Context: an optimization exercise on an open-source flow, tuned for small area, a short achievable clock period and few clock cycles. The choices shown serve that exercise and are no tape-out recipe.
The RTL was checked by simulation tests, not by an equivalence proof against the original design.
Power figures rest on the tool's default switching activity, not on a simulated workload.

== main ==
==> flow/design.v <==
`default_nettype none
package dcachePkg;
   localparam int wordWidth  = 32;
   localparam int tagWidth   = 26;
   localparam int indexWidth = 3;
   localparam int numSets    = 8;
   localparam int byteBits   = 2;
   typedef logic [wordWidth-1:0]  word_t;
   typedef logic [tagWidth-1:0]   tag_t;
   typedef logic [indexWidth-1:0] index_t;
   typedef logic [2*wordWidth-1:0] block_t;      
   typedef enum logic [3:0] {
      idle,
      wbWord0,
      wbWord1,          
      fillWord0,
      fillWord1,        
      mergeFetch,       
      install,
      writeHit,
      respond,
      flushWay0Word0,
      flushWay0Word1,
      flushWay1Word0,
      flushWay1Word1,
      flushNext,
      flushed
   } cacheState_t;
endpackage
`default_nettype wire
`timescale 1ns/1ps
`default_nettype none
module dcache
(
   input  logic  CLK,
   input  logic  nRST,
   input  logic  dmemREN,
   input  logic  dmemWEN,
   input  dcachePkg::word_t dmemaddr,
   input  dcachePkg::word_t dmemstore,
   input  logic  halt,
   output logic  dhit,
   output dcachePkg::word_t dmemload,
   output logic  flushed,
   output logic  dREN,
   output logic  dWEN,
   output dcachePkg::word_t daddr,
   output dcachePkg::word_t dstore,
   input  logic  dwait,
   input  dcachePkg::word_t dload
);
   localparam logic [2:0] IDLE   = 3'd0,    
                          LOOK   = 3'd1,    
                          WB1    = 3'd2,    
                          RO     = 3'd3,    
                          RR     = 3'd4,    
                          FSTART = 3'd5,    
                          FW0    = 3'd6,    
                          FW1    = 3'd7;    
   logic [2:0]  state;
   logic        flushedR;
   logic        hitR, hitWayR, vwayR, vdirtyR;
   logic [4:0]  ent;                
   logic [25:0] atag;
   logic [2:0]  aidx;
   logic        off;
   logic        req;
   assign atag = dmemaddr[31:6];
   assign aidx = dmemaddr[5:3];
   assign off  = dmemaddr[2];
   assign req  = dmemREN | dmemWEN;
   logic [25:0] tagArr  [16];
   logic [31:0] dataArr [32];
   logic [15:0] validArr;
   logic [15:0] dirtyArr;
   logic [7:0]  lruArr;             
   logic [7:0]  setDirty;
   logic [2:0]  fs;
   logic        fw, anyDirty;
   assign setDirty = dirtyArr[7:0] | dirtyArr[15:8];
   assign anyDirty = |setDirty;
   always_comb
   begin
      fs = 3'd0;
      for (int s = 7; s >= 0; s--)
         if (setDirty[s])
            fs = 3'(s);
   end
   assign fw = !dirtyArr[{1'b0, fs}];
   logic       flushing;
   logic [7:0] asel, fsel, isel;
   assign flushing = state[2] && (state[1] || state[0]);
   assign fsel     = setDirty & ~(setDirty - 8'd1);           
   always_comb
      for (int s = 0; s < 8; s++)
         asel[s] = (aidx == 3'(s));
   assign isel = flushing ? fsel : asel;
   logic [25:0] t0, t1;
   always_comb
   begin
      t0 = '0;
      t1 = '0;
      for (int s = 0; s < 8; s++)
      begin
         t0 = t0 | (tagArr[s]     & {26{isel[s]}});
         t1 = t1 | (tagArr[8 + s] & {26{isel[s]}});
      end
   end
   logic [15:0] tagEq;
   always_comb
      for (int e = 0; e < 16; e++)
         tagEq[e] = validArr[e] && (tagArr[e] == atag);
   logic [7:0] victimDirty;
   always_comb
      for (int s = 0; s < 8; s++)
         victimDirty[s] = lruArr[s] ? dirtyArr[8 + s] : dirtyArr[s];
   logic match0, match1, hit, lru, vdirty;
   assign match0 = |(tagEq[7:0] & asel);
   assign match1 = |(tagEq[15:8] & asel);
   assign hit    = match0 || match1;
   assign lru    = |(lruArr & asel);
   assign vdirty = |(victimDirty & asel);
   logic [31:0] w00, w01, w10, w11;    
   always_comb
   begin
      w00 = '0;
      w01 = '0;
      w10 = '0;
      w11 = '0;
      for (int s = 0; s < 8; s++)
      begin
         w00 = w00 | (dataArr[{1'b0, 3'(s), 1'b0}] & {32{isel[s]}});
         w01 = w01 | (dataArr[{1'b0, 3'(s), 1'b1}] & {32{isel[s]}});
         w10 = w10 | (dataArr[{1'b1, 3'(s), 1'b0}] & {32{isel[s]}});
         w11 = w11 | (dataArr[{1'b1, 3'(s), 1'b1}] & {32{isel[s]}});
      end
   end
   logic [31:0] esel;
   logic [15:0] bsel;
   always_comb
   begin
      for (int e = 0; e < 32; e++)
         esel[e] = (ent == 5'(e));
      for (int b = 0; b < 16; b++)
         bsel[b] = esel[2*b] | esel[2*b + 1];
   end
   logic [31:0] wordR;
   logic look;
   logic dRENR, dWENR, lookHitR, cplR, rrR;
   logic [25:0] tagOutR;
   assign look = (state == LOOK);
   assign dWEN   = dWENR;
   assign dREN   = dRENR;
   assign daddr  = {tagOutR, ent[3:0], 2'b00};
   assign dstore = wordR;
   logic fetchDone, missLast;
   assign fetchDone = !dwait && dRENR;
   assign missLast  = !dwait && cplR;              
   assign dhit     = req && (lookHitR || missLast);
   assign dmemload = rrR ? dload : wordR;
   assign flushed  = flushedR;
   logic [2:0] nextState;
   always_comb
   begin
      nextState = state;
      case (state)
         IDLE:
            if (halt)
               nextState = FSTART;
            else if (req)
               nextState = LOOK;
         LOOK:
            if (hitR)
               nextState = IDLE;
            else if (!dwait)
               nextState = vdirtyR ? WB1 : (dmemWEN ? IDLE : RR);
         WB1:
            if (!dwait)
               nextState = RO;
         RO:
            if (!dwait)
               nextState = dmemWEN ? IDLE : RR;
         RR:
            if (!dwait)
               nextState = IDLE;
         FSTART:
            if (anyDirty)
               nextState = FW0;
         FW0:
            if (!dwait)
               nextState = FW1;
         default:
            if (!dwait)
               nextState = FSTART;
      endcase
   end
   logic curHit, curDirty, nextWB, nextRd;
   assign curHit   = (state == IDLE) ? hit : hitR;
   assign curDirty = (state == IDLE) ? vdirty : vdirtyR;
   assign nextWB   = (nextState == LOOK && !curHit && curDirty) ||
                     nextState == WB1 || nextState == FW0 || nextState == FW1;
   assign nextRd   = (nextState == LOOK && !curHit && !curDirty) ||
                     nextState == RO || nextState == RR;
   always_ff @(posedge CLK, negedge nRST)
   begin
      if (!nRST)
      begin
         state    <= IDLE;
         flushedR <= 1'b0;
         dWENR    <= 1'b0;
         dRENR    <= 1'b0;
         lookHitR <= 1'b0;
         cplR     <= 1'b0;
         rrR      <= 1'b0;
      end
      else
      begin
         state    <= nextState;
         if (state == FSTART && !anyDirty)
            flushedR <= 1'b1;
         dWENR    <= nextWB;
         dRENR    <= nextRd;
         lookHitR <= (state == IDLE) && nextState == LOOK && hit;
         cplR     <= (((nextState == LOOK && !curHit && !curDirty) || nextState == RO) && dmemWEN) ||
                     nextState == RR;
         rrR      <= (nextState == RR);
      end
   end
   always_ff @(posedge CLK)
      tagOutR <= nextWB ? ((flushing ? fw : lru) ? t1 : t0) : atag;
   logic rdWay, rdWord;
   logic [31:0] rdW0, rdW1;
   always_comb
   begin
      rdWay  = fw;
      rdWord = 1'b1;
      case (state)
         IDLE:
         begin
            rdWay  = !match0 && (match1 || lru);
            rdWord = off;
         end
         LOOK:
         begin
            rdWay  = vwayR;
            rdWord = dwait ? off : !off;
         end
         WB1:
         begin
            rdWay  = vwayR;
            rdWord = !off;
         end
         FSTART:
            rdWord = 1'b0;
         FW0:
            rdWord = !dwait;
         default: ;
      endcase
   end
   assign rdW0 = rdWord ? w01 : w00;
   assign rdW1 = rdWord ? w11 : w10;
   always_ff @(posedge CLK)
      wordR <= rdWay ? rdW1 : rdW0;
   always_ff @(posedge CLK)
   begin
      if (state == IDLE)
      begin
         hitR    <= hit;
         hitWayR <= !match0;
         vwayR   <= lru;
         vdirtyR <= vdirty;
      end
      case (state)
         IDLE:
            ent <= hit ? {!match0, aidx, off} : {lru, aidx, vdirty ? off : !off};
         LOOK:
            if (!dwait)
               ent <= {vwayR, aidx, vdirtyR ? !off : off};
         WB1:
            if (!dwait)
               ent <= {vwayR, aidx, !off};
         RO:
            if (!dwait)
               ent <= {vwayR, aidx, off};
         FSTART:
            ent <= {fw, fs, 1'b0};
         FW0:
            if (!dwait)
               ent <= {fw, fs, 1'b1};
         default: ;
      endcase
   end
   logic hitWrite, storeMiss, done;
   logic [31:0] wdata0, wdata1;
   assign hitWrite  = lookHitR && dmemWEN;
   assign storeMiss = missLast && dmemWEN;             
   assign done      = missLast;
   assign wdata0    = (dmemWEN && !off) ? dmemstore : dload;
   assign wdata1    = (dmemWEN &&  off) ? dmemstore : dload;
   always_ff @(posedge CLK)
   begin
      for (int e = 0; e < 32; e++)
         if ((esel[e] && (fetchDone || hitWrite)) || (esel[e ^ 1] && storeMiss))
            dataArr[e] <= e[0] ? wdata1 : wdata0;
      for (int b = 0; b < 16; b++)
         if (done && b[3] == vwayR && asel[b % 8])
            tagArr[b] <= atag;
   end
   always_ff @(posedge CLK, negedge nRST)
   begin
      if (!nRST)
      begin
         validArr <= '0;
         dirtyArr <= '0;
         lruArr   <= '0;
      end
      else
      begin
         for (int b = 0; b < 16; b++)
         begin
            if (done && b[3] == vwayR && asel[b % 8])
            begin
               validArr[b] <= 1'b1;
               dirtyArr[b] <= dmemWEN;
            end
            if (hitWrite && bsel[b])
               dirtyArr[b] <= 1'b1;
            if (state == FW1 && !dwait && bsel[b])
               dirtyArr[b] <= 1'b0;
         end
         for (int s = 0; s < 8; s++)
            if (asel[s])
            begin
               if (done)
                  lruArr[s] <= !vwayR;
               if (lookHitR)
                  lruArr[s] <= !hitWayR;
            end
      end
   end
endmodule
`default_nettype wire
make LEC_CHECK=0 CAP_MARGIN=20 CORE_MARGIN=2 CORE_UTILIZATION=50 CTS_CLUSTER_DIAMETER=100 CTS_CLUSTER_SIZE=20 PLACE_DENSITY=0.65 SETUP_SLACK_MARGIN=5 SLEW_MARGIN=20 TNS_END_PERCENT=0 finish   # period 9.0 ns
run.sh (not shown) runs the stock make flow with config.mk's settings and CLKGATE_MAP_FILE= SYNTH_SCRIPT=/design/flow/synth_recipe.tcl, a recipe that flattens the netlist after the stock synthesis.
main: PASS, flow complete, no timing, DRC or antenna violations
Testbench counts of main, summed over its fixed seeds: cycles 68,421.
Input-level comparison between the feature branch and main:
--- a/flow/design.v
+++ b/flow/design.v
@@ -227,41 +227,43 @@
       end
    end
    always_ff @(posedge CLK)
       tagOutR <= nextWB ? ((flushing ? fw : lru) ? t1 : t0) : atag;
-   logic rdWay, rdWord;
+   logic rdWay, rdWord, rdLoad;
    logic [31:0] rdW0, rdW1;
    always_comb
    begin
+      rdLoad = 1'b0;
       rdWay  = fw;
       rdWord = 1'b1;
       case (state)
          IDLE:
          begin
+            rdLoad = 1'b1;
             rdWay  = !match0 && (match1 || lru);
             rdWord = off;
          end
          LOOK:
          begin
-            rdWay  = vwayR;
-            rdWord = dwait ? off : !off;
-         end
-         WB1:
-         begin
+            rdLoad = !dwait && !hitR && vdirtyR;
             rdWay  = vwayR;
             rdWord = !off;
          end
          FSTART:
+         begin
+            rdLoad = 1'b1;
             rdWord = 1'b0;
+         end
          FW0:
-            rdWord = !dwait;
+            rdLoad = !dwait;
          default: ;
       endcase
    end
    assign rdW0 = rdWord ? w01 : w00;
    assign rdW1 = rdWord ? w11 : w10;
    always_ff @(posedge CLK)
-      wordR <= rdWay ? rdW1 : rdW0;
+      if (rdLoad)
+         wordR <= rdWay ? rdW1 : rdW0;
    always_ff @(posedge CLK)
    begin
       if (state == IDLE)
       begin
Results
- Looking at type of the worst setup path, the in -> reg result is from the feature branch; the in -> out one comes from main.
- Taking the feature branch as 1.0, main lands at 0.853 on non-clock buffer count.
- Looking at highest routed metal layer, the met5 result is from the feature branch; the met4 one comes from main.
- The feature branch ended with more combinational group share of total power than main.
- Re height of the die: the feature branch and main aren't equal, and the higher value belongs to the feature branch.
- Higher area enclosed by the die boundary goes to the feature branch over main.
- Final-layout non-clock buffer area share came out higher on the feature branch than on main.
- In the tables for the feature branch and main, global placement routability congestion reads lower with main.
- The feature branch has detailed-routing iteration count for the pre-antenna-repair pass above what main had.
Testbench counts of the feature branch, summed over its fixed seeds: cycles 68,421.

[what the ideal ports hide]
Ports are ideal in the flow. The routed layouts listed here were re-timed in OpenROAD. Step 1 (the two cells are an assumption about what drives the block):
set clk [get_ports {CLK}]
set_driving_cell -lib_cell sky130_fd_sc_hd__clkbuf_16 $clk
set_driving_cell -lib_cell sky130_fd_sc_hd__buf_2 [delete_from_list [all_inputs] $clk]
Step 2 times the ports against the registers' clock, not the clock port: input delays grow and output delays shrink by t, the midpoint of the rising clock arrivals with the driver on. Slacks: ideal ports / drivers / drivers and shift; pairs: ideal ports / drivers.
| run | shift t [ns] | setup slack, ns | cell pins on the clock port's net |
|---|---|---|---|
| main | 0.776 | 4.807 / 4.747 / 4.125 | 1 |
| the feature branch | 0.795 | 4.742 / 4.715 / 3.919 | 1 |
After both steps setup and hold are still met in every run listed. For the feature branch, which loses most, drivers alone change the setup slack by -0.027 ns; drivers and shift together by -0.823 ns.
